Context: an optimization exercise on an open-source flow, tuned for a short achievable clock period and few clock cycles. The choices shown serve that exercise and are no tape-out recipe.
In this exercise RTL edits were held to simulation tests only and were not proved equivalent to the original.
No activity file was given, so power comes from the tool's default toggle rates.

===== flow/design.v =====
`default_nettype none
package rv_pkg;
  typedef enum logic [6:0] {
    OP     = 7'b0110011,  
    OP_IMM = 7'b0010011,  
    LOAD   = 7'b0000011,  
    STORE  = 7'b0100011,  
    BRANCH = 7'b1100011,  
    JAL    = 7'b1101111   
  } opcode_e;
  typedef enum logic [1:0] {
    ADD = 2'b00,
    SUB = 2'b01,
    AND = 2'b10,
    OR  = 2'b11
  } alu_op_e;
  typedef enum logic [1:0] {
    ALU = 2'b00,  
    MEM = 2'b01,  
    PC4 = 2'b10   
  } result_src_e;
  typedef struct packed {
    logic        reg_we;      
    logic        mem_re;      
    logic        mem_we;      
    alu_op_e     alu_op;
    result_src_e result_src;
    logic        src_b_imm;   
    logic        src_a_pc;    
    logic        branch;      
    logic        branch_ne;   
    logic        jump;        
  } ctrl_t;
  typedef struct packed {
    logic                  valid;
    ctrl_t                 ctrl;
    logic [32-1:0]   pc;
    logic [32-1:0]   pc4;
    logic [32-1:0]   rs1_data;
    logic [32-1:0]   rs2_data;
    logic [32-1:0]   imm;
    logic [5-1:0] rd;
  } id_ex_t;
  typedef struct packed {
    logic                  valid;
    logic                  reg_we;
    logic                  mem_re;
    logic                  mem_we;
    result_src_e           result_src;
    logic [32-1:0]   alu_result;  
    logic [32-1:0]   store_data;
    logic [32-1:0]   pc4;
    logic [5-1:0] rd;
  } ex_mem_t;
  typedef struct packed {
    logic                  reg_we;
    logic [5-1:0] rd;
    logic [32-1:0]   result;
  } mem_wb_t;
  typedef struct packed {
    logic                re;
    logic                we;
    logic [32-1:0] addr;
    logic [32-1:0] wdata;
  } dmem_req_t;
endpackage
`default_nettype wire
`timescale 1ns/1ps
`default_nettype none
module rv_core (
  input  logic                clk_i,
  input  logic                rst_i,
  output logic [32-1:0] imem_addr_o,
  input  logic [31:0]         imem_data_i,
  output logic                dmem_re_o,
  output logic                dmem_we_o,
  output logic [32-1:0] dmem_addr_o,
  output logic [32-1:0] dmem_wdata_o,
  input  logic [32-1:0] dmem_rdata_i
);
  localparam int NBTB = 4;   
  localparam int BI   = 2;      
  logic [31:0] pc_q;       
  logic [31:0] pc_o_q;     
  logic        rst_q;      
  logic [11:2] pc_tn_q;    
  logic [11:2] pc_tp_q;    
  logic [NBTB-1:0] btb_v_q;
  logic [31:2]     btb_pc_q  [NBTB];
  logic [31:2]     btb_tgt_q [NBTB];
  logic [NBTB-1:0] btb_z_q;
  logic [NBTB-1:0] btb_zne_q;
  logic [31:0]     btb_rs_q  [NBTB];
  logic [4:0]      btb_rsn_q [NBTB];  
  logic [BI-1:0]   btb_ptr_q;
  logic        d_v_q;
  logic        d_btb_q;    
  logic        d_fnt_q;    
  logic [31:12] d_hpc_q;   
  logic [BI-1:0] d_hidx_q;
  logic [31:0] d_ir_q;
  logic [31:0] d_pc_q;
  logic [31:0] d_pc4_q;
  logic [31:0] d_sel1_q;   
  logic [31:0] d_sel2_q;   
  logic [31:13] d_pc13_p1_q, d_pc13_m1_q;  
  logic [31:21] d_pc21_p1_q, d_pc21_m1_q;  
  logic        d_pred_q;   
  logic [27:0] d_bc_q;     
  logic [47:0] d_jc_q;     
  logic        e_v_q;
  logic        e_mis_eq_q;  
  logic        e_mis_ne_q;  
  logic        e_tk_eq_q;   
  logic        e_tk_ne_q;   
  logic        e_ftaken_q;  
  logic        e_fok_q;     
  logic        e_bfok_q;    
  logic [BI-1:0] e_hidx_q;
  logic        e_pred_q;   
  logic        e_zbr_q;    
  logic        e_z_q;      
  logic [4:0]  e_zrs_q;    
  logic        e_zne_q;    
  logic        e_zred_q;   
  logic        e_ztk_q;    
  logic        e_off8_q;
  logic        e_off12_q;
  logic        e_lw_q;
  logic        e_sw_q;
  logic        e_wreg_q;
  logic [2:0]  e_rsel_q;   
  logic        e_and_q;
  logic        e_cin_q;    
  logic        e_useimm_q;  
  logic [31:0] e_b2_q;      
  logic [31:0] e_imm_q;
  logic [31:0] e_a_q;
  logic [31:0] e_rs2_q;
  logic [31:0] e_pc_q;
  logic [31:0] e_pc4_q;
  logic [4:0]  e_rd_q;
  logic        m_v_q;
  logic        m_eq_q;      
  logic        m_mis_eq_q;  
  logic        m_mis_ne_q;  
  logic        m_tk_eq_q;   
  logic        m_tk_ne_q;
  logic        m_ft_q;      
  logic        m_off8_q;    
  logic        m_off12_q;
  logic [31:0] m_alt_eq_q;  
  logic [31:0] m_alt_ne_q;
  logic        m_alloc_q;   
  logic [BI-1:0] m_slot_q;
  logic [31:2] m_pc_q;
  logic [31:2] m_tgt_q;
  logic        m_z_q;       
  logic        m_zne_q;
  logic [4:0]  m_zrs_q;     
  logic        m_lw_q;
  logic        m_sw_q;
  logic        m_wreg_q;
  logic        m_sum_q;     
  logic [8:0]  m_s0_q [4];  
  logic [8:0]  m_s1_q [4];  
  logic [31:0] m_other_q;   
  logic [31:0] m_rs2_q;
  logic [4:0]  m_rd_q;
  logic        w_re_q;      
  logic        w_nld_q;     
  logic        w_we_q;
  logic        w_wreg_q;
  logic [31:0] w_addr_q;
  logic [31:0] w_wdata_q;
  logic [31:0] w_res_q;
  logic        w_z_q;       
  logic [4:0]  w_rd_q;
  logic [31:0] rf_q [32];
  logic [31:0] rf_v_q;
  logic [31:0] rf_kz_q;    
  logic [31:0] rf_kn_q;    
  logic          f_hit, f_hit_u;
  logic          f_fnt;      
  logic [31:2]   f_tgt;
  logic [31:12]  f_hpc;
  logic [BI-1:0] f_hidx;
  logic [31:0]   f_pc4;
  logic [31:0]   f_ir;
  logic [31:0]   f_v_eff;
  logic [31:0]   f_sel1, f_sel2;
  logic [31:13]  f_pc13_p1, f_pc13_m1;
  logic [31:21]  f_pc21_p1, f_pc21_m1;
  logic [NBTB-1:0] f_nt;
  logic [NBTB-1:0] f_nt_q;
  logic [NBTB-1:0] f_nt_next;
  logic            w_kz, w_kn;
  assign w_kz = w_nld_q & w_z_q;
  assign w_kn = w_nld_q & ~w_z_q;
  assign f_nt = f_nt_q;
  always_comb
  begin
    for (int i = 0; i < NBTB; i++)
    begin
      logic isz, isnz, busy, wr;
      wr   = w_wreg_q && w_rd_q == btb_rsn_q[i];
      isz  = ~|btb_rs_q[i] | (wr ? w_kz : |(btb_rs_q[i] & (rf_kz_q | ~rf_v_q)));
      isnz = wr ? w_kn : |(btb_rs_q[i] & rf_kn_q & rf_v_q);
      busy = (m_wreg_q && m_rd_q == btb_rsn_q[i]) || (m_alloc_q && m_slot_q == BI'(i));
      f_nt_next[i] = btb_z_q[i] & ~busy & (isz | isnz) & ~(btb_zne_q[i] ^ isz);
    end
  end
  always_comb
  begin
    f_hit  = 1'b0;
    f_tgt  = '0;
    f_hpc  = '0;
    f_hidx = '0;
    f_fnt  = 1'b0;
    for (int i = 0; i < NBTB; i++)
      if (btb_v_q[i] && btb_pc_q[i][11:2] == ~pc_tn_q)
      begin
        if (f_nt[i])
          f_fnt = 1'b1;
        else
        begin
          f_hit  = 1'b1;
          f_tgt[11:2] = f_tgt[11:2] | btb_tgt_q[i][11:2];
          f_hpc  = f_hpc | btb_pc_q[i][31:12];
          f_hidx = f_hidx | BI'(i);
        end
      end
    f_hit_u = 1'b0;
    for (int i = 0; i < NBTB; i++)
      if (btb_v_q[i] && btb_pc_q[i][11:2] == pc_tp_q && !f_nt[i])
      begin
        f_hit_u = 1'b1;
        f_tgt[31:12] = f_tgt[31:12] | btb_tgt_q[i][31:12];
      end
  end
  assign f_pc4 = pc_q + 32'd4;
  assign f_ir  = imem_data_i;
  always_comb
  begin
    for (int i = 0; i < 32; i++)
    begin
      f_v_eff[i] = rf_v_q[i] | (w_wreg_q && w_rd_q == i[4:0]);
      f_sel1[i]  = f_v_eff[i] && f_ir[19:15] == i[4:0];
      f_sel2[i]  = f_v_eff[i] && f_ir[24:20] == i[4:0];
    end
  end
  always_comb
  begin
    for (int i = 13; i < 32; i++)
    begin
      logic [31:13] below;
      below = '0;
      for (int j = 13; j < i; j++)
        below[j] = 1'b1;
      f_pc13_p1[i] = pc_q[i] ^ (&(pc_q[31:13] | ~below));
      f_pc13_m1[i] = pc_q[i] ^ ~(|(pc_q[31:13] & below));
    end
    for (int i = 21; i < 32; i++)
    begin
      logic [31:21] below;
      below = '0;
      for (int j = 21; j < i; j++)
        below[j] = 1'b1;
      f_pc21_p1[i] = pc_q[i] ^ (&(pc_q[31:21] | ~below));
      f_pc21_m1[i] = pc_q[i] ^ ~(|(pc_q[31:21] & below));
    end
  end
  logic        f_is_jal, f_is_br, f_off4, f_pred;
  logic [12:1] f_offb;
  logic [20:1] f_offj;
  logic [27:0] f_bc;
  logic [47:0] f_jc;
  assign f_is_jal = (f_ir[6:0] == 7'b1101111);
  assign f_is_br  = (f_ir[6:0] == 7'b1100011) && (f_ir[14:13] == 2'b00);
  assign f_off4   = f_ir[3] ? (f_ir[31:12] == 20'h00400)
                            : ({f_ir[31:25], f_ir[11:8], f_ir[7]} == 12'b0000000_0010_0);
  always_comb
  begin
    if (f_is_jal)
      f_pred = ~f_off4;
    else if (f_is_br)
      f_pred = ~f_off4 & ((f_ir[19:15] == f_ir[24:20]) ? ~f_ir[12] : (f_ir[12] | f_ir[31]));
    else
      f_pred = 1'b0;
  end
  assign f_offb = {f_ir[31], f_ir[7], f_ir[30:25], f_ir[11:8]};
  assign f_offj = {f_ir[31], f_ir[19:12], f_ir[20], f_ir[30:21]};
  always_comb
  begin
    for (int k = 0; k < 2; k++)
      for (int c = 0; c < 2; c++)
        f_bc[(2*k+c)*7 +: 7] = 7'(({1'b0, pc_q[6*k+1 +: 6], 1'b1} + {1'b0, f_offb[6*k+1 +: 6], c[0]}) >> 1);
    for (int k = 0; k < 4; k++)
      for (int c = 0; c < 2; c++)
        f_jc[(2*k+c)*6 +: 6] = 6'(({1'b0, pc_q[5*k+1 +: 5], 1'b1} + {1'b0, f_offj[5*k+1 +: 5], c[0]}) >> 1);
  end
  assign imem_addr_o = pc_o_q;
  logic [6:0]  d_opc;
  logic [2:0]  d_f3;
  logic        d_is_op, d_is_addi, d_is_lw, d_is_sw, d_is_br, d_is_jal;
  logic        d_sub, d_and, d_or;
  logic [31:0] d_imm_i, d_imm_s;
  logic        d_off4;
  logic        d_tk_eq, d_tk_ne, d_fok;
  logic [31:0] d_rs1, d_rs2;
  assign d_opc = d_ir_q[6:0];
  assign d_f3  = d_ir_q[14:12];
  always_comb
  begin
    d_is_op   = (d_opc == 7'b0110011) && (d_f3 == 3'b000 || d_f3 == 3'b111 || d_f3 == 3'b110);
    d_is_addi = (d_opc == 7'b0010011) && (d_f3 == 3'b000);
    d_is_lw   = (d_opc == 7'b0000011) && (d_f3 == 3'b010);
    d_is_sw   = (d_opc == 7'b0100011) && (d_f3 == 3'b010);
    d_is_br   = (d_opc == 7'b1100011) && (d_f3[2:1] == 2'b00);
    d_is_jal  = (d_opc == 7'b1101111);
    d_sub     = d_is_op && d_f3 == 3'b000 && d_ir_q[30];
    d_and     = d_is_op && d_f3 == 3'b111;
    d_or      = d_is_op && d_f3 == 3'b110;
  end
  assign d_imm_i = {{20{d_ir_q[31]}}, d_ir_q[31:20]};
  assign d_imm_s = {{20{d_ir_q[31]}}, d_ir_q[31:25], d_ir_q[11:7]};
  logic d_off8, d_off12;
  assign d_off8  = d_is_jal ? (d_ir_q[31:12] == 20'h00800)
                            : ({d_ir_q[31:25], d_ir_q[11:8], d_ir_q[7]} == 12'b0000000_0100_0);
  assign d_off12 = d_is_jal ? (d_ir_q[31:12] == 20'h00c00)
                            : ({d_ir_q[31:25], d_ir_q[11:8], d_ir_q[7]} == 12'b0000000_0110_0);
  assign d_off4 = d_is_jal ? (d_ir_q[31:12] == 20'h00400)
                           : ({d_ir_q[31:25], d_ir_q[11:8], d_ir_q[7]} == 12'b0000000_0010_0);
  assign d_tk_eq = ~d_off4 & (d_is_jal | (d_is_br & ~d_f3[0]));
  assign d_tk_ne = ~d_off4 & (d_is_jal | (d_is_br &  d_f3[0]));
  assign d_fok   = d_btb_q & (d_hpc_q == d_pc_q[31:12]);
  logic [31:0]  d_tgt;
  logic [31:13] d_br_hi;
  logic [31:21] d_jal_hi;
  logic [12:1]  d_br_lo;
  logic [20:1]  d_jal_lo;
  logic         d_br_c13, d_jal_c21;
  logic [1:0]   d_bg, d_bp, d_bcin;
  logic [3:0]   d_jg, d_jp, d_jcin;
  always_comb
  begin
    d_bg = {d_bc_q[2*7 + 6], d_bc_q[0*7 + 6]};
    d_bp = {d_bc_q[3*7 + 6], d_bc_q[1*7 + 6]};
    d_bcin[0] = 1'b0;
    d_bcin[1] = d_bg[0];
    d_br_c13  = d_bg[1] | (d_bp[1] & d_bg[0]);
    for (int k = 0; k < 2; k++)
      d_br_lo[6*k+1 +: 6] = d_bcin[k] ? d_bc_q[(2*k+1)*7 +: 6] : d_bc_q[(2*k)*7 +: 6];
    for (int k = 0; k < 4; k++)
    begin
      d_jg[k] = d_jc_q[(2*k)*6 + 5];
      d_jp[k] = d_jc_q[(2*k+1)*6 + 5];
    end
    d_jcin[0] = 1'b0;
    d_jcin[1] = d_jg[0];
    d_jcin[2] = d_jg[1] | (d_jp[1] & d_jg[0]);
    d_jcin[3] = d_jg[2] | (d_jp[2] & d_jg[1]) | (d_jp[2] & d_jp[1] & d_jg[0]);
    d_jal_c21 = d_jg[3] | (d_jp[3] & d_jg[2]) | (d_jp[3] & d_jp[2] & d_jg[1]) |
                (d_jp[3] & d_jp[2] & d_jp[1] & d_jg[0]);
    for (int k = 0; k < 4; k++)
      d_jal_lo[5*k+1 +: 5] = d_jcin[k] ? d_jc_q[(2*k+1)*6 +: 5] : d_jc_q[(2*k)*6 +: 5];
    d_br_hi  = d_br_c13  ? (d_ir_q[31] ? d_pc_q[31:13] : d_pc13_p1_q)
                         : (d_ir_q[31] ? d_pc13_m1_q   : d_pc_q[31:13]);
    d_jal_hi = d_jal_c21 ? (d_ir_q[31] ? d_pc_q[31:21] : d_pc21_p1_q)
                         : (d_ir_q[31] ? d_pc21_m1_q   : d_pc_q[31:21]);
  end
  assign d_tgt = d_is_jal ? {d_jal_hi, d_jal_lo, d_pc_q[0]}
                         : {d_br_hi, d_br_lo, d_pc_q[0]};
  logic d_isz1, d_isnz1, d_isz2, d_isnz2, d_isz, d_isnz;
  logic d_zbr, d_ztk, d_zok;
  logic d_dgo, d_follow, d_follow_ok;
  assign d_dgo       = d_pred_q & ~d_btb_q & ~d_fnt_q;
  assign d_follow    = d_btb_q | d_dgo;
  assign d_follow_ok = d_fok | d_dgo;
  assign d_isz1  = ~|d_sel1_q | |(d_sel1_q & rf_kz_q);
  assign d_isnz1 = |(d_sel1_q & rf_kn_q);
  assign d_isz2  = ~|d_sel2_q | |(d_sel2_q & rf_kz_q);
  assign d_isnz2 = |(d_sel2_q & rf_kn_q);
  assign d_isz   = (d_ir_q[24:20] == 5'd0) ? d_isz1  : d_isz2;
  assign d_isnz  = (d_ir_q[24:20] == 5'd0) ? d_isnz1 : d_isnz2;
  assign d_zbr   = d_is_br & ((d_ir_q[19:15] == 5'd0) | (d_ir_q[24:20] == 5'd0)) & (d_isz | d_isnz);
  assign d_ztk   = ~d_off4 & (d_f3[0] ^ d_isz);
  assign d_zok   = d_ztk ? d_follow_ok : ~d_follow;
  always_comb
  begin
    d_rs1 = '0;
    d_rs2 = '0;
    for (int i = 0; i < 32; i++)
    begin
      d_rs1 = d_rs1 | (rf_q[i] & {32{d_sel1_q[i]}});
      d_rs2 = d_rs2 | (rf_q[i] & {32{d_sel2_q[i]}});
    end
  end
  logic        e_eq;
  logic        e_ft, e_fok;
  logic [31:0] e_tgt_q;
  logic [8:0]  e_s0 [4];
  logic [8:0]  e_s1 [4];
  logic [31:0] e_b;
  logic        kill_e;      
  logic        kill_d;
  logic        kill_f;
  logic        e_zred;
  logic        d_sred;
  assign e_eq   = (e_a_q == e_rs2_q);
  assign e_ft   = e_ftaken_q;
  assign e_fok  = e_fok_q;
  assign e_b = e_useimm_q ? e_imm_q : e_b2_q;
  always_comb
  begin
    for (int k = 0; k < 4; k++)
    begin
      e_s0[k] = {1'b0, e_a_q[8*k +: 8]} + {1'b0, e_b[8*k +: 8]};
      e_s1[k] = 9'(({1'b0, e_a_q[8*k +: 8], 1'b1} + {1'b0, e_b[8*k +: 8], (k == 0) ? e_cin_q : 1'b1}) >> 1);
    end
  end
  logic [BI-1:0] e_slot;
  always_comb
  begin
    e_slot = btb_ptr_q;
    for (int i = 0; i < NBTB; i++)
      if (btb_v_q[i] && btb_pc_q[i][11:2] == e_pc_q[11:2])
        e_slot = BI'(i);
  end
  logic [31:0] m_sum, m_res;
  logic [4:0]  m_c;
  always_comb
  begin
    m_c[0] = 1'b1;  
    for (int k = 0; k < 4; k++)
    begin
      m_sum[8*k +: 8] = m_c[k] ? m_s1_q[k][7:0] : m_s0_q[k][7:0];
      m_c[k+1]        = m_c[k] ? m_s1_q[k][8]   : m_s0_q[k][8];
    end
  end
  logic        m_mis, m_red, m_part1, m_part2;
  logic [31:0] m_alt;
  assign m_mis = m_v_q & (m_eq_q ? m_mis_eq_q : m_mis_ne_q);
  assign m_alt = m_eq_q ? m_alt_eq_q : m_alt_ne_q;
  assign m_part1 = m_mis & ~m_ft_q & m_off8_q  & e_v_q & ~e_ftaken_q;
  assign m_part2 = m_mis & ~m_ft_q & m_off12_q & e_v_q & ~e_ftaken_q
                         & d_v_q & ~d_btb_q;
  assign m_red   = m_mis & ~m_part1 & ~m_part2;
  assign kill_e = m_mis;
  assign e_zred = e_v_q & e_zred_q & ~kill_e;
  assign kill_d = m_red | m_part2 | e_zred;
  assign d_sred = d_v_q & d_dgo & ~kill_d;
  assign kill_f = m_red | e_zred | d_sred;
  assign m_res = m_sum_q ? m_sum : m_other_q;
  logic [3:0] m_pz;
  logic       m_z;
  always_comb
  begin
    for (int k = 0; k < 4; k++)
      m_pz[k] = m_c[k] ? (m_s1_q[k][7:0] == 8'd0) : (m_s0_q[k][7:0] == 8'd0);
  end
  assign m_z = m_sum_q ? (&m_pz) : (m_other_q == 32'd0);
  logic [31:0] pc_next;
  logic        pc_other;
  logic [31:0] pc_red;
  assign pc_other = m_red | e_zred | d_sred | rst_q;
  assign pc_red   = ({32{m_red}} & m_alt) |
                    ({32{~m_red & e_zred}} & (e_ztk_q ? e_tgt_q : e_pc4_q)) |
                    ({32{~m_red & ~e_zred & d_sred}} & d_tgt);
  assign pc_next[31:12] = pc_other ? pc_red[31:12] : f_hit_u ? f_tgt[31:12] : f_pc4[31:12];
  assign pc_next[11:0]  = pc_other ? pc_red[11:0]  : f_hit ? {f_tgt[11:2], pc_q[1:0]} : f_pc4[11:0];
  always_ff @(posedge clk_i, posedge rst_i)
  begin
    if (rst_i)
    begin
      pc_q      <= 32'h0000_0000;
      rst_q     <= 1'b1;
      btb_v_q   <= '0;
      f_nt_q    <= '0;
      btb_ptr_q <= '0;
      d_v_q     <= 1'b0;
      e_v_q     <= 1'b0;
      m_v_q     <= 1'b0;
      m_alloc_q <= 1'b0;
      m_lw_q    <= 1'b0;
      m_sw_q    <= 1'b0;
      m_wreg_q  <= 1'b0;
      w_re_q    <= 1'b0;
      w_nld_q   <= 1'b1;
      w_we_q    <= 1'b0;
      w_wreg_q  <= 1'b0;
      rf_v_q    <= '0;
    end
    else
    begin
      pc_q  <= pc_next;
      rst_q <= 1'b0;
      f_nt_q <= f_nt_next;
      d_v_q <= ~kill_f & ~rst_q;
      e_v_q <= d_v_q & ~kill_d;
      m_v_q <= e_v_q & ~kill_e;
      if (m_alloc_q)
      begin
        btb_v_q[m_slot_q] <= 1'b1;
        if (m_slot_q == btb_ptr_q)
          btb_ptr_q <= btb_ptr_q + 1'b1;
      end
      m_lw_q   <= e_v_q & ~kill_e & e_lw_q;
      m_sw_q   <= e_v_q & ~kill_e & e_sw_q;
      m_wreg_q <= e_v_q & ~kill_e & e_wreg_q;
      m_alloc_q <= e_v_q & e_pred_q & ~e_bfok_q & ~m_alloc_q;
      w_re_q   <= m_lw_q;
      w_nld_q  <= ~m_lw_q;
      w_we_q   <= m_sw_q;
      w_wreg_q <= m_wreg_q;
      if (w_wreg_q)
        rf_v_q[w_rd_q] <= 1'b1;
    end
  end
  always_ff @(posedge clk_i)
  begin
    pc_o_q  <= pc_next;
    pc_tn_q <= ~pc_next[11:2];
    pc_tp_q <= pc_next[11:2];
    if (m_alloc_q)
    begin
      btb_pc_q[m_slot_q]  <= m_pc_q;
      btb_tgt_q[m_slot_q] <= m_tgt_q;
      btb_z_q[m_slot_q]   <= m_z_q;
      btb_zne_q[m_slot_q] <= m_zne_q;
      for (int r = 0; r < 32; r++)
        btb_rs_q[m_slot_q][r] <= (m_zrs_q == r[4:0]) && r != 0;
      btb_rsn_q[m_slot_q] <= m_zrs_q;
    end
    d_btb_q     <= f_hit;
    d_fnt_q     <= f_fnt;
    d_hpc_q     <= f_hpc;
    d_hidx_q    <= f_hidx;
    d_ir_q      <= f_ir;
    d_pc_q      <= pc_q;
    d_pc4_q     <= f_pc4;
    d_sel1_q    <= f_sel1;
    d_sel2_q    <= f_sel2;
    d_pc13_p1_q <= f_pc13_p1;
    d_pc13_m1_q <= f_pc13_m1;
    d_pc21_p1_q <= f_pc21_p1;
    d_pc21_m1_q <= f_pc21_m1;
    d_pred_q     <= f_pred;
    d_bc_q       <= f_bc;
    d_jc_q       <= f_jc;
    e_mis_eq_q <= d_fok ? ~d_tk_eq : (d_tk_eq | d_btb_q);
    e_mis_ne_q <= d_fok ? ~d_tk_ne : (d_tk_ne | d_btb_q);
    e_tk_eq_q  <= d_tk_eq;
    e_tk_ne_q  <= d_tk_ne;
    e_ftaken_q <= d_follow;
    e_fok_q    <= d_follow_ok;
    e_bfok_q   <= d_fok;
    e_hidx_q   <= d_hidx_q;
    e_pred_q   <= d_pred_q;
    e_zbr_q    <= d_zbr;
    e_zne_q    <= d_f3[0];
    e_z_q      <= d_is_br & ((d_ir_q[19:15] == 5'd0) | (d_ir_q[24:20] == 5'd0));
    e_zrs_q    <= (d_ir_q[24:20] == 5'd0) ? d_ir_q[19:15] : d_ir_q[24:20];
    e_zred_q   <= d_zbr & ~d_zok;
    e_ztk_q    <= d_ztk;
    e_off8_q   <= d_off8;
    e_off12_q  <= d_off12;
    e_lw_q     <= d_is_lw;
    e_sw_q     <= d_is_sw;
    e_wreg_q   <= (d_is_op | d_is_addi | d_is_lw | d_is_jal) & (d_ir_q[11:7] != 5'd0);
    e_rsel_q   <= {d_is_jal, d_and | d_or, ~(d_is_jal | d_and | d_or)};
    e_and_q    <= d_and;
    e_cin_q    <= d_sub;
    e_useimm_q <= d_is_addi | d_is_lw | d_is_sw;
    e_imm_q    <= d_is_sw ? d_imm_s : d_imm_i;
    e_a_q      <= d_rs1;
    e_rs2_q    <= d_rs2;
    e_b2_q     <= d_rs2 ^ {32{d_sub}};
    e_pc_q     <= d_pc_q;
    e_pc4_q    <= d_pc4_q;
    e_rd_q     <= d_ir_q[11:7];
    e_tgt_q     <= d_tgt;
    m_eq_q     <= e_eq;
    m_mis_eq_q <= ~e_zbr_q & (e_fok ? ~e_tk_eq_q : (e_tk_eq_q | e_ft));
    m_mis_ne_q <= ~e_zbr_q & (e_fok ? ~e_tk_ne_q : (e_tk_ne_q | e_ft));
    m_tk_eq_q  <= e_tk_eq_q;
    m_tk_ne_q  <= e_tk_ne_q;
    m_ft_q     <= e_ft;
    m_off8_q   <= e_off8_q;
    m_off12_q  <= e_off12_q;
    m_alt_eq_q <= e_tk_eq_q ? e_tgt_q : e_pc4_q;
    m_alt_ne_q <= e_tk_ne_q ? e_tgt_q : e_pc4_q;
    m_pc_q     <= e_pc_q[31:2];
    m_slot_q   <= e_slot;
    m_tgt_q    <= e_tgt_q[31:2];
    m_z_q      <= e_z_q;
    m_zne_q    <= e_zne_q;
    m_zrs_q    <= e_zrs_q;
    m_sum_q   <= e_rsel_q[0];
    for (int k = 0; k < 4; k++)
    begin
      m_s0_q[k] <= e_s0[k];
      m_s1_q[k] <= e_s1[k];
    end
    m_other_q <= e_rsel_q[2] ? e_pc4_q : e_and_q ? (e_a_q & e_rs2_q) : (e_a_q | e_rs2_q);
    m_rs2_q   <= e_rs2_q;
    m_rd_q    <= e_rd_q;
    w_addr_q  <= m_sum;
    w_wdata_q <= m_rs2_q;
    w_res_q   <= m_res;
    w_z_q     <= m_z;
    w_rd_q    <= m_rd_q;
    if (w_wreg_q)
    begin
      rf_q[w_rd_q]    <= w_nld_q ? w_res_q : dmem_rdata_i;
      rf_kz_q[w_rd_q] <= w_nld_q & w_z_q;
      rf_kn_q[w_rd_q] <= w_nld_q & ~w_z_q;
    end
  end
  assign dmem_re_o    = w_re_q;
  assign dmem_we_o    = w_we_q;
  assign dmem_addr_o  = w_addr_q;
  assign dmem_wdata_o = w_wdata_q;
endmodule
`default_nettype wire

===== flow/run.sh =====
#!/bin/bash
# synth_recipe.tcl (not shown) runs the flow's synth.tcl, then flattens the netlist and writes it again
# the make line also repeats each setting of config.mk as NAME=value (left out here)
make -C /OpenROAD-flow-scripts/flow DESIGN_CONFIG=/design/flow/config.mk WORK_HOME=/design/flow/orfs CLKGATE_MAP_FILE= SYNTH_SCRIPT=/design/flow/synth_recipe.tcl finish

===== flow/config.mk =====
export PLATFORM = sky130hd
export DESIGN_NAME = rv_core
export DESIGN_NICKNAME = rv_core
export VERILOG_FILES = /design/flow/design.v
export SDC_FILE = /design/flow/constraint.sdc
export NUM_CORES = 4
export LEC_CHECK = 0
export ABC_CLOCK_PERIOD_IN_PS = 2000
export CAP_MARGIN = 20
export CORE_MARGIN = 2
export CORE_UTILIZATION = 25
export GPL_ROUTABILITY_DRIVEN = 1
export PLACE_DENSITY = 0.45
export SETUP_SLACK_MARGIN = 3.5
export SLEW_MARGIN = 20

===== flow/constraint.sdc =====
create_clock -name core_clock -period 5.5 [get_ports {clk_i}]
set_input_delay 1.1000 -clock core_clock [delete_from_list [all_inputs] [get_ports {clk_i}]]
set_output_delay 1.1000 -clock core_clock [all_outputs]
set_load 0.01 [all_outputs]

==> results of run 1 <==
[cell usage in the layout (no fill, tap or decap), types with 42 or more instances in the layout]
master	instances
edfxtp_1	1480
a22oi_1	831
dfxtp_1	759
buf_4	557
nand3_1	319
clkbuf_16	319
buf_6	260
nand2_1	256
nand4_1	237
buf_12	209
inv_1	201
xnor2_1	173
xor2_1	171
a22o_1	166
mux2_2	126
mux2i_1	114
buf_16	111
ha_1	110
a221oi_2	106
a22oi_2	105
dfxtp_2	100
nor3_1	94
nor4_1	90
dfxtp_4	89
nor2_1	88
or4_4	68
o21ai_0	67
mux2_4	62
clkbuf_1	58
nor2_4	54
o21ai_1	52
diode_2	50
a21o_1	49
clkdlybuf4s50_1	46
dfrtp_1	42
buf_8	42
[state kept, by name, summed over array words and instances (netlist names), 35 cells and up]
register   count
rf_q        1024
btb_rs_q     124
btb_pc_q     120
btb_tgt_q    120
d_jc_q        42
m_s1_q        35
[cell families after synthesis]
| kind of cell | share of synthesized area, % |
|---|---|
| multiplexers | 3.405 |
| adder cells (fa/ha/maj) | 2.387 |
| flip-flops | 66.82 |
| AO/OA/AOI/OAI | 13.16 |
| buffers and inverters | 2.749 |
| AND/OR/NAND/NOR | 8.214 |
| XOR/XNOR | 3.266 |
| other | 0.003821 |
[through the flow]
step / std cells / area, um^2 / setup WS, ns
after floorplan: 7358 / 99940 / 2.972
after global placement: 12473 / 107700 / 1.752
after detailed placement: 12476 / 107800 / 1.736
after CTS: 13745 / 131200 / 2.867
after global routing: 13969 / 135800 / 2.774
final: 14006 / 135900 / 2.749
[worst paths after layout]
| check | from | to | slack [ns] |
|---|---|---|---|
| max | d_sel1_q[29] | e_zred_q | 2.75 |
| min | d_pc4_q[25] | e_pc4_q[25] | 0.32 |
| max reg2reg | d_sel1_q[29] | e_zred_q | 2.75 |
| min reg2reg | d_pc4_q[25] | e_pc4_q[25] | 0.32 |
| max in group asynchronous | rst_i | rf_v_q[22] | 4.04 |
| min in group asynchronous | rst_i | btb_v_q[0] | 0.63 |
[metal layers]
layer,vias to the layer above,part of all wire (%),routed length (um),global-route usage [%]
met5,-,0.031,175,0
met4,18,8.9,50080,19.13
met3,2328,12,67040,8.614
met2,6818,43,241900,40.62
met1,40810,36,203400,32.00
li1,31007,-,-,-
[power breakdown]
group          switching [W]  internal [W]  leakage, nW
Sequential          0.000348        0.0201         22.6
Combinational        0.00112      0.000726         22.3
Clock                0.00833        0.0113         4.62
[cell type report]
cell class	count	area, um^2
Clock buffer	380	7974
Timing Repair inverter	1	30.03
Antenna cell	50	125.1
Sequential cell	2514	66100
Tap cell	5220	6531
Fill cell	37462	255800
Inverter	247	1070
Clock inverter	143	1503
Multi-Input combinational cell	4149	35650
Timing Repair Buffer	1302	16900
[Yosys cell counts (all sizes together) (8+ instances only)]
master  count
dfxtp     948
a22o      170
a31o       15
o21bai     15
and3       17
mux2i     122
a21o       50
nor4      114
dfrtp      84
or4        80
edfxtp   1480
a221oi    155
xnor2     184
a31oi      32
a41o       10
or2         9
and2       26
buf        61
nor3      123
nand3     343
clkbuf    396
a211o      10
o21ai     160
or3        22
nand2     302
xor2      182
inv       245
nand4     237
a211oi     25
ha        160
fa         17
o22ai      30
a21oi      84
nand2b     56
o211ai      8
mux2      188
nor2b      17
nor2      169
a22oi     936
[timing repair]
item	4_1_cts	5_1_grt
pin swaps	333	308
setup buffers	664	188
cloned	82	23
endpoints found under the setup margin	3010	731
resized for setup	1915	528
==> impl_results.md, run 1 <==
- Final Skew: 0.06955 ns
- Fin crit share: 50.02%
- Area fraction of the dominant cell type after synthesis: 45.28%
- MaxCap Viol Count: 0
- Initial antenna violation count: 65
- Mapped Area: 98140 um^2
- Largest net degree at the start of global routing: 75
- DR pass1 iterations: 9
- CP peak stage delay: about 0.54 ns
- DRC Markers: 0
- Layout cells sized above 1: roughly 34%
- Buf+Inv Stages, Crit Path: 1
- Initial DRC count: 13986
- First-pass GRT wire length: just over 700 mm
- Post-Syn Nets: 7601
- Clock slew seen by the registers of the worst setup and hold paths: 0.06 ns
- Clock tree buffer depth: 4
- CP endpoint kind: flip-flop
- CP arrival: ~3.6 ns
- Final core occ: 34.69%
- Power Density: 308.6 nW/um^2
- CTS Hold Bufs: 0
- Synth cell types: 72
- Synth area leaders: edfxtp_1 45%, dfxtp_1 19%, a22oi_1 7.2%
- Detailed-route via count: a little over 80000
- Worst vdd ir: 0.2473 mV
- Total CTS buffers: 284
- Total gr overflow: 0
- Core Area: between 300000 and 400000 um^2
- Initial Utilization: 25.06%
- WHS: 0.3169 ns
- Final hold vios: 0
- Number of synthesized flops with an enable pin: 1480
- Die X: 630.5 um
- Async SR Flop Fraction: 3.421%
- Critical path class: flip-flop to flip-flop
- Status: no timing/DRC/antenna violations
- Number of global-route vias before repair: 76397
- Max Slew Vio Count: 0
- CP cell instances: buf_6, nor4_1, nand4_1, o2111ai_2, nand4b_1, nor3b_1, a211oi_1
- Min Tclk post-route: 2.751 ns
- Crit-path leading delay family: simple AND/OR/NAND/NOR gates
- DIE HEIGHT: 630.5 um
- I/O pin total: 164
- Number of synthesized register bits: 2514
- Worst-margin pin slew: 0.9925 ns
- CTS Sinks: ~2500
- Leakage power: 49.54 nW
- Detail Placement HPWL: 315.4 mm
- CTS tree: yes
- CTS H-tree depth: 5
- Layout area overhead: 38.46%
- Mapped Cells: around 7400
- Stages on the worst setup path: 7
- Vias per Instance: a little under 6
- RePlAce Congestion: 0.9713
- Die ar.: 397600 um^2
- Reg2Reg Depth: 7
- Final setup TNS: 0 ns
- Final setup fails: 0
- Post-DR wirelength/cell: 40.17 um
- Final ANT Viol Nets: 0
- WP data required: 6.34 ns
- Relative slew margins: 33.83%
- Setup crit start kind: flip-flop
- Final WL: 562.6 mm
- Overall routing resource usage: between 20 and 30%
- Buffers on Ports: 163
- HP Class: flip-flop to flip-flop
- Post-synthesis sequential area ratio: 66.82%
- NumNets Final: between 8000 and 9000
- FP Rows: 230
- Yosys warnings: 5
- Clk root buf: clkbuf_16
- RSZ-0062 raised after global routing: true
- Worst-Skew Late Latency: 0.97 ns
- Slowest cell on the critical path: o2111ai_2
- Hold path depth: 0
- FMAX: 363.5 MHz
- Largest area contributor in the netlist: edfxtp_1
- Final Total Pwr: 0.04194 W
- Most used DFF post-synth: edfxtp_1
- Avg Cell Area, Syn: 13.34 um^2
- Worst-path fanout max: 33
Testbench counts, summed over its fixed seeds: cycles 150,352.
==> run 2: changes to the inputs <==
--- a/flow/design.v
+++ b/flow/design.v
@@ -105,2 +105,4 @@
   logic [31:0] d_sel2_q;   
+  logic        d_non1_q;   
+  logic        d_non2_q;
   logic [31:13] d_pc13_p1_q, d_pc13_m1_q;  
@@ -379,5 +381,5 @@
   assign d_follow_ok = d_fok | d_dgo;
-  assign d_isz1  = ~|d_sel1_q | |(d_sel1_q & rf_kz_q);
+  assign d_isz1  = d_non1_q | |(d_sel1_q & rf_kz_q);
   assign d_isnz1 = |(d_sel1_q & rf_kn_q);
-  assign d_isz2  = ~|d_sel2_q | |(d_sel2_q & rf_kz_q);
+  assign d_isz2  = d_non2_q | |(d_sel2_q & rf_kz_q);
   assign d_isnz2 = |(d_sel2_q & rf_kn_q);
@@ -442,8 +444,15 @@
   logic [31:0] m_alt;
-  assign m_mis = m_v_q & (m_eq_q ? m_mis_eq_q : m_mis_ne_q);
-  assign m_alt = m_eq_q ? m_alt_eq_q : m_alt_ne_q;
-  assign m_part1 = m_mis & ~m_ft_q & m_off8_q  & e_v_q & ~e_ftaken_q;
-  assign m_part2 = m_mis & ~m_ft_q & m_off12_q & e_v_q & ~e_ftaken_q
-                         & d_v_q & ~d_btb_q;
-  assign m_red   = m_mis & ~m_part1 & ~m_part2;
+  logic m_p1c, m_p2c;
+  logic m_red_eq, m_red_ne, m_p1_eq, m_p1_ne, m_p2_eq, m_p2_ne;
+  assign m_p1c    = ~m_ft_q & m_off8_q  & e_v_q & ~e_ftaken_q;
+  assign m_p2c    = ~m_ft_q & m_off12_q & e_v_q & ~e_ftaken_q & d_v_q & ~d_btb_q;
+  assign m_red_eq = m_mis_eq_q & ~m_p1c & ~m_p2c;
+  assign m_red_ne = m_mis_ne_q & ~m_p1c & ~m_p2c;
+  assign m_p2_eq  = m_mis_eq_q & m_p2c;
+  assign m_p2_ne  = m_mis_ne_q & m_p2c;
+  assign m_mis   = m_eq_q ? m_mis_eq_q : m_mis_ne_q;
+  assign m_alt   = m_eq_q ? m_alt_eq_q : m_alt_ne_q;
+  assign m_red   = m_eq_q ? m_red_eq : m_red_ne;
+  assign m_part2 = m_eq_q ? m_p2_eq : m_p2_ne;
+  assign m_part1 = m_mis & m_p1c;
   assign kill_e = m_mis;
@@ -465,6 +474,6 @@
   logic [31:0] pc_red;
-  assign pc_other = m_red | e_zred | d_sred | rst_q;
+  assign pc_other = m_red | e_zred | rst_q | (d_v_q & d_dgo & ~m_part2);
   assign pc_red   = ({32{m_red}} & m_alt) |
                     ({32{~m_red & e_zred}} & (e_ztk_q ? e_tgt_q : e_pc4_q)) |
-                    ({32{~m_red & ~e_zred & d_sred}} & d_tgt);
+                    ({32{~m_red & ~e_zred & ~rst_q}} & d_tgt);
   assign pc_next[31:12] = pc_other ? pc_red[31:12] : f_hit_u ? f_tgt[31:12] : f_pc4[31:12];
@@ -483,2 +492,4 @@
       m_v_q     <= 1'b0;
+      m_mis_eq_q <= 1'b0;
+      m_mis_ne_q <= 1'b0;
       m_alloc_q <= 1'b0;
@@ -498,5 +509,7 @@
       f_nt_q <= f_nt_next;
-      d_v_q <= ~kill_f & ~rst_q;
+      d_v_q <= ~pc_other;
       e_v_q <= d_v_q & ~kill_d;
       m_v_q <= e_v_q & ~kill_e;
+      m_mis_eq_q <= e_v_q & ~kill_e & ~e_zbr_q & (e_fok ? ~e_tk_eq_q : (e_tk_eq_q | e_ft));
+      m_mis_ne_q <= e_v_q & ~kill_e & ~e_zbr_q & (e_fok ? ~e_tk_ne_q : (e_tk_ne_q | e_ft));
       if (m_alloc_q)
@@ -543,2 +556,4 @@
     d_sel2_q    <= f_sel2;
+    d_non1_q    <= ~|f_sel1;
+    d_non2_q    <= ~|f_sel2;
     d_pc13_p1_q <= f_pc13_p1;
@@ -583,4 +598,2 @@
     m_eq_q     <= e_eq;
-    m_mis_eq_q <= ~e_zbr_q & (e_fok ? ~e_tk_eq_q : (e_tk_eq_q | e_ft));
-    m_mis_ne_q <= ~e_zbr_q & (e_fok ? ~e_tk_ne_q : (e_tk_ne_q | e_ft));
     m_tk_eq_q  <= e_tk_eq_q;
==> impl_results.md, run 2 <==
- Worst-Skew Late Latency: 1.00 ns (was 0.97 ns)
- Switch Pwr: 0.01073 W (was 0.009803 W)
- I/O pin total: 164 (unchanged)
- Largest net degree at the start of global routing: 66 (was 75)
- Biggest regs: rf_q (1024), btb_rs_q (124) (unchanged)
- First-pass GRT wire length: 712.9 mm (was 721.7 mm)
- Fillcell total: 37546 (was 37462)
- WP data required: 6.28 ns (was 6.34 ns)
- DRC Markers: 0 (unchanged)
- Final setup TNS: 0 ns (unchanged)
- Synth area leaders: edfxtp_1 45%, dfxtp_1 19%, a22oi_1 7.1% (was edfxtp_1 45%, dfxtp_1 19%, a22oi_1 7.2%)
- Area fraction of the dominant cell type after synthesis: 45.17% (was 45.28%)
- CP arrival: 3.82 ns (was 3.59 ns)
- Final Total Pwr: 0.04384 W (was 0.04194 W)
- Clk root buf: clkbuf_16 (unchanged)
- Post-DR wirelength/cell: 40.31 um (was 40.17 um)
- Final Skew: 0.06087 ns (was 0.06955 ns)
- Number of global-route vias before repair: 76330 (was 76397)
- Largest area contributor in the netlist: edfxtp_1 (unchanged)
- HP Class: flip-flop to flip-flop (unchanged)
- Int Pwr: 0.03311 W (was 0.03214 W)
- Initial DRC count: 13299 (was 13986)
- Avg Cell Area, Syn: 13.39 um^2 (was 13.34 um^2)
- Max Slew Vio Count: 0 (unchanged)
- Core Area: 392200 um^2 (was 391700 um^2)
- FMAX: 329.4 MHz (was 363.5 MHz)
- Final core occ: 34.63% (was 34.69%)
- Number of synthesized register bits: 2515 (was 2514)
- Overall routing resource usage: 26.47% (was 26.79%)
- Async SR Flop Fraction: 3.459% (was 3.421%)
- CP endpoint kind: flip-flop (unchanged)
- Worst vdd ir: 0.2306 mV (was 0.2473 mV)
- Final hold vios: 0 (unchanged)
- Layout area overhead: 38.07% (was 38.46%)
- Min Tclk post-route: 3.036 ns (was 2.751 ns)
- Detail Placement HPWL: 309.8 mm (was 315.4 mm)
- Status: no timing/DRC/antenna violations (unchanged)
- Biggest register: rf_q (unchanged)
- Worst-path fanout max: 7 (was 33)
- Critical path class: flip-flop to flip-flop (unchanged)
- Commonest cells after routing, fill and taps aside: 1480 x edfxtp_1, 825 x a22oi_1, 761 x dfxtp_1 (was 1480 x edfxtp_1, 831 x a22oi_1, 759 x dfxtp_1)
- MaxCap Viol Count: 0 (unchanged)
- FP Rows: 230 (unchanged)
- Switching Fraction: 24.48% (was 23.38%)
- Worst-margin pin slew: 1.139 ns (was 0.9925 ns)
- Mapped Cells: 7349 (was 7358)
- NumNets Final: 8680 (was 8742)
- Synth top cells by count: 1480 x edfxtp_1, 948 x dfxtp_1, 925 x a22oi_1 (was 1480 x edfxtp_1, 948 x dfxtp_1, 936 x a22oi_1)
- Leakage power: 49.20 nW (was 49.54 nW)
- Die ar.: 398600 um^2 (was 397600 um^2)
- Power Density: 322.7 nW/um^2 (was 308.6 nW/um^2)
- RePlAce Congestion: 0.9654 (was 0.9713)
- Layout cells sized above 1: 34.18% (was 34.20%)
- Multi-input gate area: 35830 um^2 (was 35650 um^2)
- Initial antenna violation count: 52 (was 65)
- Clock slew seen by the registers of the worst setup and hold paths: 0.07 ns (was 0.06 ns)
- Buffers on Ports: 163 (unchanged)
- DR pass1 iterations: 13 (was 9)
- Clock power frac: 44.1% (was 46.8%)
- Detailed-route via count: 81150 (was 80981)
- Reg area: 66120 um^2 (was 66100 um^2)
- Mapped Area: 98380 um^2 (was 98140 um^2)
- Final WL: 561.8 mm (was 562.6 mm)
- Hold path depth: 0 (unchanged)
- Sequential share of power: 48.7% (was 48.8%)
- Max reg flops: 1024 (unchanged)
- CTS Sinks: 2515 (was 2514)
- Clock tree buffer depth: 4 (unchanged)
- Relative slew margins: 24.08% (was 33.83%)
- Final setup fails: 0 (unchanged)
- Die X: 631.3 um (was 630.5 um)
- Total gr overflow: 0 (unchanged)
- Most used DFF post-synth: edfxtp_1 (unchanged)
- Reg2Reg Depth: 8 (was 7)
- Total CTS buffers: 279 (was 284)
- CTS tree: yes (unchanged)
- Most common cell after layout, fill and taps aside: edfxtp_1 (unchanged)
- Count leader, synth: edfxtp_1 (unchanged)
- Setup crit start kind: flip-flop (unchanged)
- Final ANT Viol Nets: 0 (unchanged)
- Synth cell types: 79 (was 72)
- Fin crit share: 55.20% (was 50.02%)
- Number of synthesized flops with an enable pin: 1480 (unchanged)
- Initial Utilization: 25.08% (was 25.06%)
- RSZ-0062 raised after global routing: true (unchanged)
- Post-synthesis sequential area ratio: 66.68% (was 66.82%)
- Logic pwr share: 7.2% (was 4.4%)
- Vias per Instance: 5.823 (was 5.782)
- DIE HEIGHT: 631.3 um (was 630.5 um)
- Yosys warnings: 5 (unchanged)
- Post-Syn Nets: 7593 (was 7601)
- CTS H-tree depth: 5 (unchanged)
[run 2: per-stage QoR]
step / instance area (um^2) / hold slack, ns / setup WS [ns] / std cells
after floorplan: 99970 / 0.3096 / 2.716 / 7349
after global placement: 107800 / 0.3099 / 1.426 / 12476
after detailed placement: 107800 / 0.3121 / 1.494 / 12476
after CTS: 130700 / 0.2950 / 2.485 / 13669
after global routing: 135700 / 0.3259 / 2.448 / 13898
final: 135800 / 0.3196 / 2.464 / 13937
[run 2: worst paths after layout]
path / start / endpoint / slack, ns
max: rf_v_q[7] / f_nt_q[1] / 2.46
min: d_pc4_q[11] / e_pc4_q[11] / 0.32
max reg2reg: rf_v_q[7] / f_nt_q[1] / 2.46
min reg2reg: d_pc4_q[11] / e_pc4_q[11] / 0.32
max in group asynchronous: rst_i / pc_q[19] / 3.73
min in group asynchronous: rst_i / w_re_q / 0.67
[run 2: what timing repair did]
item                       in CTS  in global routing
setup endpoints to repair    3016               1149
cloned                         86                 35
hold buffers                    0                  0
pin swaps                     313                315
buffers inserted              595                183
resized for setup            2015                563
[run 2: power by group through the flow]
stage	clock network [W]	registers, W	logic [W]
global route	0.0202	0.0214	0.00331
global placement	0	0.0218	0.00232
CTS	0.0195	0.0214	0.00296
detailed placement	0	0.0218	0.00233
finish	0.0193	0.0214	0.00314
floorplan	0	0.0214	0.00156
[run 2: kinds of logic after synthesis]
kind of cell             count (synthesis)  share of synthesized area, %
AO/OA/AOI/OAI                         1797                         13.54
XOR/XNOR                               366                         3.258
adder cells (fa/ha/maj)                178                         2.394
buffers and inverters                  700                         2.696
flip-flops                            2515                         66.68
multiplexers                           333                         3.617
other                                    1                      0.003812
AND/OR/NAND/NOR                       1459                         7.808
[run 2: layer usage]
metal | up-vias | share of wire (%) | global-route usage [%]
met3 | 2501 | 12 | 9.186
li1 | 30896 | - | -
met2 | 7038 | 43 | 40.86
met4 | 24 | 9.6 | 19.55
met1 | 40691 | 35 | 30.35
met5 | - | 0.050 | 0
[run 2: cell type report]
cell class / instances / area share (%)
antenna: 50 / 0.09211
clock buffer: 360 / 5.729
clock inverter: 152 / 1.125
inverter: 237 / 0.7415
multi-input combinational: 4141 / 26.38
sequential: 2515 / 48.68
tap: 5220 / 4.808
timing repair buffer: 1261 / 12.45
timing repair inverter: 1 / 0.002763
[run 2: critical path, stage by stage, from the launching register on]
cell	delay (ns)
dfrtp_1	0.34
buf_6	0.20
nand2b_4	0.11
a222oi_1	0.44
nand3_1	0.27
nor2_2	0.24
a31oi_2	0.14
or4_4	0.51
a2111oi_4	0.58
Testbench counts of run 2, summed over its fixed seeds: cycles 150,352.
==> run 3: changes to the inputs <==
--- a/flow/design.v
+++ b/flow/design.v
@@ -92,4 +92,4 @@
   logic [NBTB-1:0] btb_zne_q;
-  logic [31:0]     btb_rs_q  [NBTB];
-  logic [4:0]      btb_rsn_q [NBTB];  
+  logic [4:0]      btb_rsn_q [NBTB];
+  logic [NBTB-1:0] btb_ntf_q;
   logic [BI-1:0]   btb_ptr_q;
@@ -196,4 +196,2 @@
   logic [NBTB-1:0] f_nt;
-  logic [NBTB-1:0] f_nt_q;
-  logic [NBTB-1:0] f_nt_next;
   logic            w_kz, w_kn;
@@ -201,3 +199,2 @@
   assign w_kn = w_nld_q & ~w_z_q;
-  assign f_nt = f_nt_q;
   always_comb
@@ -205,10 +202,3 @@
     for (int i = 0; i < NBTB; i++)
-    begin
-      logic isz, isnz, busy, wr;
-      wr   = w_wreg_q && w_rd_q == btb_rsn_q[i];
-      isz  = ~|btb_rs_q[i] | (wr ? w_kz : |(btb_rs_q[i] & (rf_kz_q | ~rf_v_q)));
-      isnz = wr ? w_kn : |(btb_rs_q[i] & rf_kn_q & rf_v_q);
-      busy = (m_wreg_q && m_rd_q == btb_rsn_q[i]) || (m_alloc_q && m_slot_q == BI'(i));
-      f_nt_next[i] = btb_z_q[i] & ~busy & (isz | isnz) & ~(btb_zne_q[i] ^ isz);
-    end
+      f_nt[i] = btb_ntf_q[i] & ~(w_wreg_q && w_rd_q == btb_rsn_q[i]);
   end
@@ -487,3 +477,2 @@
       btb_v_q   <= '0;
-      f_nt_q    <= '0;
       btb_ptr_q <= '0;
@@ -508,3 +497,2 @@
       rst_q <= 1'b0;
-      f_nt_q <= f_nt_next;
       d_v_q <= ~pc_other;
@@ -543,6 +531,9 @@
       btb_zne_q[m_slot_q] <= m_zne_q;
-      for (int r = 0; r < 32; r++)
-        btb_rs_q[m_slot_q][r] <= (m_zrs_q == r[4:0]) && r != 0;
       btb_rsn_q[m_slot_q] <= m_zrs_q;
     end
+    for (int i = 0; i < NBTB; i++)
+      if (m_alloc_q && m_slot_q == BI'(i))
+        btb_ntf_q[i] <= 1'b0;
+      else if (w_wreg_q && w_rd_q == btb_rsn_q[i])
+        btb_ntf_q[i] <= btb_z_q[i] & (btb_zne_q[i] ? w_kz : w_kn);
     d_btb_q     <= f_hit;
==> impl_results.md, run 3 <==
- DIE HEIGHT: 612.7 um (was 631.3 um)
- Worst-Skew Late Latency: 0.97 ns (was 1.00 ns)
- Fin crit share: 47.83% (was 55.20%)
- Number of synthesized register bits: 2391 (was 2515)
- Placed Area: 101400 um^2 (was 107800 um^2)
- CP arrival: 3.36 ns (was 3.82 ns)
- CTS tree: yes (unchanged)
- Biggest register: rf_q (unchanged)
- Die ar.: 375400 um^2 (was 398600 um^2)
- Max Slew Vio Count: 0 (unchanged)
- Max reg flops: 1024 (unchanged)
- Final Skew: 0.1201 ns (was 0.06087 ns)
- Hold Crit Start: m_rd_q[1] (was d_pc4_q[11])
- Layout cells sized above 1: 35.86% (was 34.18%)
- Buf+Inv Stages, Crit Path: 7 (was 1)
- Worst flop-to-flop path startpoint: w_rd_q[1] (was rf_v_q[7])
- Relative slew margins: 40.57% (was 24.08%)
- Crit-path leading delay family: buffers and inverters (was compound AO/OA/AOI/OAI gates)
- Most common cell after layout, fill and taps aside: edfxtp_1 (unchanged)
- Synth top cells by count: 1356 x edfxtp_1, 952 x dfxtp_1, 859 x a22oi_1 (was 1480 x edfxtp_1, 948 x dfxtp_1, 925 x a22oi_1)
- Post-DR wirelength/cell: 38.80 um (was 40.31 um)
- Yosys warnings: 5 (unchanged)
- Post-synthesis compound-gate area fraction: 13.64% (was 13.54%)
- WP data required: 6.22 ns (was 6.28 ns)
- Logic pwr share: 6.7% (was 7.2%)
- Worst vdd ir: 0.2830 mV (was 0.2306 mV)
- Final WL: 510.8 mm (was 561.8 mm)
- Final setup TNS: 0 ns (unchanged)
- Wire length on met2: 222.7 mm (was 243.3 mm)
- FP Rows: 223 (was 230)
- Detailed-route via count: 75115 (was 81150)
- Final ANT Viol Nets: 0 (unchanged)
- I/O pin total: 164 (unchanged)
- FMAX: 380.1 MHz (was 329.4 MHz)
- Overall routing resource usage: 25.88% (was 26.47%)
- HP Class: flip-flop to flip-flop (unchanged)
- DR pass1 iterations: 8 (was 13)
- Multi-input gate area: 33720 um^2 (was 35830 um^2)
- Switch Pwr: 0.009720 W (was 0.01073 W)
- NumNets Final: 8207 (was 8680)
- Reg area: 62400 um^2 (was 66120 um^2)
- Mapped Area: 92620 um^2 (was 98380 um^2)
- Largest area contributor in the netlist: edfxtp_1 (unchanged)
- Final setup fails: 0 (unchanged)
- CP endpoint kind: flip-flop (unchanged)
- Post-Synth Adder-Cell Area: 2.529% (was 2.394%)
- Synth cell types: 92 (was 79)
- Post-synthesis sequential area ratio: 66.79% (was 66.68%)
- Buffers on Ports: 163 (unchanged)
- Mapped Cells: 6864 (was 7349)
- Total gr overflow: 0 (unchanged)
- Switching Fraction: 24.06% (was 24.48%)
- Initial Utilization: 25.11% (was 25.08%)
- MaxCap Viol Count: 0 (unchanged)
- CP peak stage delay: 0.39 ns (was 0.58 ns)
- Total CTS buffers: 247 (was 279)
- # placed instances: 11691 (was 12476)
- Worst-path fanout max: 6 (was 7)
- Synth area leaders: edfxtp_1 44%, dfxtp_1 21%, a22oi_1 7.0% (was edfxtp_1 45%, dfxtp_1 19%, a22oi_1 7.1%)
- Hold path depth: 0 (unchanged)
- Metal1 wirelength: 172.1 mm (was 196.2 mm)
- Most used DFF post-synth: edfxtp_1 (unchanged)
- Clock power frac: 43.8% (was 44.1%)
- RePlAce Congestion: 0.9027 (was 0.9654)
- Fillcell total: 35236 (was 37546)
- Commonest cells after routing, fill and taps aside: 1356 x edfxtp_1, 762 x dfxtp_1, 748 x a22oi_1 (was 1480 x edfxtp_1, 825 x a22oi_1, 761 x dfxtp_1)
- Status: no timing/DRC/antenna violations (unchanged)
- Post-route cell area: 128900 um^2 (was 135800 um^2)
- FF-to-FF End: rf_kn_q[23] (was f_nt_q[1])
- Leakage power: 47.27 nW (was 49.20 nW)
- Number of synthesized flops with an enable pin: 1356 (was 1480)
- Number of global-route vias before repair: 71176 (was 76330)
- CP cell instances: inv_4, ha_4, nor3b_4, ha_4, buf_6, buf_12, buf_6, nor2b_4, buf_4, bufbuf_16, buf_4, a22o_1 (was buf_6, nand2b_4, a222oi_1, nand3_1, nor2_2, a31oi_2, or4_4, a2111oi_4)
- Simple-gate share of the synthesized area: 7.006% (was 7.808%)
- Power Density: 313.4 nW/um^2 (was 322.7 nW/um^2)
- Initial antenna violation count: 48 (was 52)
- Slowest cell on the critical path: dfxtp_4 (was a2111oi_4)
- Reg2Reg Depth: 12 (was 8)
- CTS Sinks: 2391 (was 2515)
- Clk root buf: clkbuf_16 (unchanged)
- Final core occ: 34.94% (was 34.63%)
- Cell Count, Final, Fillers Out: 13166 (was 13937)
- CTS H-tree depth: 4 (was 5)
- RSZ-0062 raised after global routing: true (unchanged)
- Avg Cell Area, Syn: 13.49 um^2 (was 13.39 um^2)
- Critical path class: flip-flop to flip-flop (unchanged)
- Int Pwr: 0.03067 W (was 0.03311 W)
- Initial DRC count: 12355 (was 13299)
- Async SR Flop Fraction: 3.471% (was 3.459%)
- First-pass GRT wire length: 656.8 mm (was 712.9 mm)
- Post-synthesis mux area share: 3.808% (was 3.617%)
- Area fraction of the dominant cell type after synthesis: 43.96% (was 45.17%)
- Core Area: 368900 um^2 (was 392200 um^2)
- DR top layer: met5 (unchanged)
- Vias per Instance: 5.705 (was 5.823)
- Final Total Pwr: 0.04039 W (was 0.04384 W)
- Hold path endpoint: w_rd_q[1] (was e_pc4_q[11])
- Count leader, synth: edfxtp_1 (unchanged)
- Main combinational cell family by area after synthesis: compound AO/OA/AOI/OAI gates (unchanged)
- Largest net degree at the start of global routing: 84 (was 66)
- Setup crit start kind: flip-flop (unchanged)
- Detail Placement HPWL: 271.5 mm (was 309.8 mm)
- Min Tclk post-route: 2.631 ns (was 3.036 ns)
- Biggest regs: rf_q (1024), btb_pc_q (120), btb_tgt_q (120) (was rf_q (1024), btb_rs_q (124))
- DRC Markers: 0 (unchanged)
- Clock tree buffer depth: 4 (unchanged)
- Clock slew seen by the registers of the worst setup and hold paths: 0.06 ns (was 0.07 ns)
- Die X: 612.7 um (was 631.3 um)
- Layout area overhead: 39.16% (was 38.07%)
- XOR/XNOR Fraction of Synth Area: 3.300% (was 3.258%)
- FF-to-FF setup slack: 2.87 ns (was 2.46 ns)
- Worst-margin pin slew: 0.8833 ns (was 1.139 ns)
- Sequential share of power: 49.5% (was 48.7%)
- Met3 wire len: 61.59 mm (was 68.01 mm)
- CTS Hold Bufs: 0 (unchanged)
- Post-Syn Nets: 7107 (was 7593)
- Final hold vios: 0 (unchanged)
run 3: cell types whose count changed after synthesis, moves of 37 or more:
| cell | change |
|---|---|
| nand3_1 | -133 |
| a22oi_1 | -66 |
| nor4_1 | -44 |
| edfxtp_1 | -124 |
| clkbuf_1 | -47 |
| nor2_1 | -37 |
run 3: kinds of logic after synthesis:
family | Yosys count
DFF | 2391
AOI/OAI and AO/OA | 1700
and+or+nand+nor | 1226
buffers and inverters | 694
xor gates and xnor gates | 349
muxes | 326
adders and majority gates | 177
other | 1
run 3: how the worst max path moves through the flow:
stage | depth (start not counted) | slack (ns) | to | start
2_1_floorplan | 7 | 2.77 | d_non1_q | w_wreg_q
3_3_place_gp | 7 | 1.82 | d_non2_q | imem_data_i[20]
3_5_place_dp | 8 | 1.80 | pc_q[16] | w_rd_q[2]
4_1_cts | 1 | 2.83 | imem_addr_o[18] | pc_o_q[18]
5_1_grt | 1 | 2.85 | imem_addr_o[18] | pc_o_q[18]
6_report | 12 | 2.87 | rf_kn_q[23] | w_rd_q[1]
run 3: stage by stage:
step	hold slack, ns	worst slack, ns
after global placement	0.3097	1.819
after global routing	0.2794	2.855
after detailed placement	0.3121	1.797
final	0.2799	2.869
after floorplan	0.3095	2.767
after CTS	0.2874	2.829
run 3: what timing repair did:
item                                     CTS  global route
pin swaps                                294           294
gates cloned                              90            25
gates resized for setup                 1977           568
setup buffers                            664           195
endpoints found under the setup margin  2849          1142
run 3: power by group through the flow:
stage	sequential [W]	combinational, W	clock, W
floorplan	0.0201	0.00133	0
global placement	0.0204	0.00202	0
detailed placement	0.0204	0.00202	0
CTS	0.0200	0.00256	0.0178
global route	0.0200	0.00285	0.0185
finish	0.0200	0.00271	0.0177
run 3: final cells by class:
cell class	instances	area share, %
Antenna cell	42	0.08155
Clock buffer	316	5.243
Clock inverter	143	1.232
Inverter	230	0.7456
Multi-Input combinational cell	3798	26.16
Sequential cell	2391	48.41
Tap cell	4950	4.805
Timing Repair Buffer	1296	13.32
run 3: layer usage:
metal | track usage [%] | vias to the layer above
met3 | 8.276 | 2275
met2 | 40.57 | 6620
met4 | 20.45 | 26
met1 | 29.07 | 37295
li1 | - | 28899
met5 | 0 | -
Testbench counts of run 3, summed over its fixed seeds: cycles 150,638.
==> run 4: changes to the inputs <==
--- a/flow/design.v
+++ b/flow/design.v
@@ -180,2 +180,3 @@
   logic [4:0]  w_rd_q;
+  logic [31:0] w_oh_q;      
   logic [31:0] rf_q [32];
@@ -238,3 +239,3 @@
     begin
-      f_v_eff[i] = rf_v_q[i] | (w_wreg_q && w_rd_q == i[4:0]);
+      f_v_eff[i] = rf_v_q[i] | w_oh_q[i];
       f_sel1[i]  = f_v_eff[i] && f_ir[19:15] == i[4:0];
@@ -491,2 +492,3 @@
       w_wreg_q  <= 1'b0;
+      w_oh_q    <= '0;
       rf_v_q    <= '0;
@@ -516,4 +518,5 @@
       w_wreg_q <= m_wreg_q;
-      if (w_wreg_q)
-        rf_v_q[w_rd_q] <= 1'b1;
+      for (int i = 0; i < 32; i++)
+        w_oh_q[i] <= m_wreg_q && m_rd_q == i[4:0];
+      rf_v_q <= rf_v_q | w_oh_q;
     end
@@ -616,8 +619,9 @@
     w_rd_q    <= m_rd_q;
-    if (w_wreg_q)
-    begin
-      rf_q[w_rd_q]    <= w_nld_q ? w_res_q : dmem_rdata_i;
-      rf_kz_q[w_rd_q] <= w_nld_q & w_z_q;
-      rf_kn_q[w_rd_q] <= w_nld_q & ~w_z_q;
-    end
+    for (int i = 0; i < 32; i++)
+      if (w_oh_q[i])
+      begin
+        rf_q[i]    <= w_nld_q ? w_res_q : dmem_rdata_i;
+        rf_kz_q[i] <= w_nld_q & w_z_q;
+        rf_kn_q[i] <= w_nld_q & ~w_z_q;
+      end
   end
==> impl_results.md, run 4 <==
- Fin crit share: 45.55% (was 47.83%)
- Worst vdd ir: 0.1999 mV (was 0.2830 mV)
- MaxCap Viol Count: 0 (unchanged)
- NumNets Final: 7721 (was 8207)
- Number of global-route vias before repair: 67634 (was 71176)
- Initial DRC count: 12286 (was 12355)
- CTS tree: yes (unchanged)
- Initial Utilization: 25.12% (was 25.11%)
- Status: no timing/DRC/antenna violations (unchanged)
- FF-to-FF setup slack: 3.02 ns (was 2.87 ns)
- Final setup fails: 0 (unchanged)
- Fillcell total: 35313 (was 35236)
- Sequential share of power: 49.0% (was 49.5%)
- Critical path class: flip-flop to primary output (was flip-flop to flip-flop)
- Area fraction of the dominant cell type after synthesis: 44.35% (was 43.96%)
- Worst-margin pin slew: 1.162 ns (was 0.8833 ns)
- Number of synthesized flops with an enable pin: 1356 (unchanged)
- Stages on the worst setup path: 1 (was 12)
- Biggest register: rf_q (unchanged)
- Clock tree buffer depth: 4 (unchanged)
- CP peak stage delay: 0.41 ns (was 0.39 ns)
- Clock slew seen by the registers of the worst setup and hold paths: 0.06 ns (about the same)
- Final hold vios: 0 (unchanged)
- First-pass GRT wire length: 609.8 mm (was 656.8 mm)
- Worst Setup SP: w_addr_q[10] (was w_rd_q[1])
- CP endpoint kind: primary output (was flip-flop)
- Yosys warnings: 6 (was 5)
- Avg Cell Area, Syn: 13.78 um^2 (was 13.49 um^2)
- Setup crit start kind: flip-flop (unchanged)
- Worst flop-to-flop path startpoint: pc_tp_q[6] (was w_rd_q[1])
- Switch Pwr: 0.01021 W (was 0.009720 W)
- Post-DR wirelength/cell: 37.24 um (was 38.80 um)
- Commonest cells after routing, fill and taps aside: 1356 x edfxtp_1, 767 x a22oi_1, 754 x dfxtp_1 (was 1356 x edfxtp_1, 762 x dfxtp_1, 748 x a22oi_1)
- End point of the critical path: dmem_addr_o[10] (was rf_kn_q[23])
- Final Skew: 0.07851 ns (was 0.1201 ns)
- FF-to-FF End: pc_o_q[20] (was rf_kn_q[23])
- Slowest cell on the critical path: dfxtp_4 (unchanged)
- FMAX: 399.2 MHz (was 380.1 MHz)
- Buffers on Ports: 163 (unchanged)
- Min Tclk post-route: 2.505 ns (was 2.631 ns)
- Synth area leaders: edfxtp_1 44%, dfxtp_1 21%, a22oi_1 7.0% (unchanged)
- Vias per Instance: 5.659 (was 5.705)
- CTS H-tree depth: 5 (was 4)
- Reg2Reg Depth: 10 (was 12)
- Max reg flops: 1024 (unchanged)
- Crit-path leading delay family: flip-flops (was buffers and inverters)
- Most used DFF post-synth: edfxtp_1 (unchanged)
- Placed Area: 100000 um^2 (was 101400 um^2)
- Total gr overflow: 0 (unchanged)
- Synth cell types: 82 (was 92)
- Die X: 610.0 um (was 612.7 um)
- RSZ-0062 raised after global routing: true (unchanged)
- DIE HEIGHT: 610.0 um (was 612.7 um)
- FP Rows: 222 (was 223)
- Final WL: 467.0 mm (was 510.8 mm)
- Total CTS buffers: 270 (was 247)
- Mapped Cells: 6665 (was 6864)
- Post-Syn Nets: 6902 (was 7107)
- Leakage power: 44.87 nW (was 47.27 nW)
- Int Pwr: 0.03205 W (was 0.03067 W)
- Most common cell after layout, fill and taps aside: edfxtp_1 (unchanged)
- Switching Fraction: 24.15% (was 24.06%)
- Logic pwr share: 7.1% (was 6.7%)
- Max Slew Vio Count: 0 (unchanged)
- CTS Sinks: 2423 (was 2391)
- Mapped Area: 91820 um^2 (was 92620 um^2)
- CP arrival: 1.41 ns (was 3.36 ns)
- Final setup TNS: 0 ns (unchanged)
- Largest net degree at the start of global routing: 116 (was 84)
- Synth top cells by count: 1356 x edfxtp_1, 952 x dfxtp_1, 857 x a22oi_1 (was 1356 x edfxtp_1, 952 x dfxtp_1, 859 x a22oi_1)
- Detail Placement HPWL: 246.3 mm (was 271.5 mm)
[run 4: power groups by stage]
stage	combinational (W)	clock, W	sequential (W)
after floorplan	0.00169	0	0.0207
after global placement	0.00240	0	0.0211
after detailed placement	0.00242	0	0.0212
after CTS	0.00290	0.0187	0.0207
after global routing	0.00319	0.0194	0.0208
final	0.00299	0.0185	0.0207
[run 4: layout make-up]
cell class | count | area [um^2] | share of cell area (%)
diodes | 30 | 75.07 | 0.06127
repair inverters | 1 | 8.758 | 0.007148
well taps | 4816 | 6026 | 4.918
clock buffers | 356 | 7407 | 6.046
multi-input cells | 3557 | 30760 | 25.11
inverters | 264 | 1099 | 0.8966
repair buffers | 967 | 12450 | 10.16
flip-flops and latches | 2423 | 63230 | 51.61
clock inverters | 127 | 1456 | 1.189
[run 4: kinds of logic (layout without fill, tap and decap cells)]
logic type / Yosys count / after routing / synth area share (%)
compound gates: 1591 / 1591 / 12.99
xor+xnor: 346 / 346 / 3.317
fa+ha+maj: 171 / 171 / 2.469
buf+inv: 698 / 1715 / 2.898
flops: 2423 / 2423 / 68.24
mux: 293 / 293 / 3.437
other cells: 1 / 31 / 0.004084
simple gates: 1142 / 1155 / 6.649
[run 4: per-stage QoR]
step	hold slack [ns]	cells	utilization [%]	setup slack, ns	total power [W]
5_1_grt	0.3284	12514	33.50	2.917	0.04342
3_3_place_gp	0.3099	11371	27.35	1.386	0.02352
6_report	0.3243	12541	33.52	2.995	0.04226
2_1_floorplan	0.3096	6665	-	3.002	0.02240
3_5_place_dp	0.3121	11371	27.36	1.476	0.02358
4_1_cts	0.3244	12375	32.74	2.952	0.04232
[run 4: worst min-delay path by stage]
stage,start,to,slack (ns),cells past startpoint
after global placement,e_rd_q[0],m_rd_q[0],0.31,0
after floorplan,d_pc4_q[10],e_pc4_q[10],0.31,0
after CTS,e_rsel_q[0],m_sum_q,0.32,0
final,d_pc4_q[5],e_pc4_q[5],0.32,0
after detailed placement,d_pc4_q[4],e_pc4_q[4],0.31,0
after global routing,e_rsel_q[0],m_sum_q,0.33,0
[run 4: routing by layer]
metal	share of wire (%)	routed length [um]	GRT usage, %	vias to the layer above
met4	8.5	39670	15.84	22
met2	43	202200	36.79	6044
li1	-	-	-	27453
met5	0.049	229	0	-
met3	12	56240	7.224	1858
met1	36	168700	29.19	35594
[run 4: what timing repair did]
item | in CTS | in global routing
endpoints found under the setup margin | 2006 | 419
endpoints found under the hold margin | 0 | 0
cloned | 79 | 8
gates resized for setup | 1749 | 342
pin swaps | 277 | 203
hold buffers | 0 | 0
buffers inserted | 442 | 127
Testbench counts of run 4, summed over its fixed seeds: cycles 150,638.

Check on run 4: ideal ports give 2.995 ns setup slack; a clkbuf_16 on the clock port and buf_2 on the inputs give 2.884 ns; moving port delays by the midpoint clock arrival (0.958 ns) as well gives 2.619 ns.
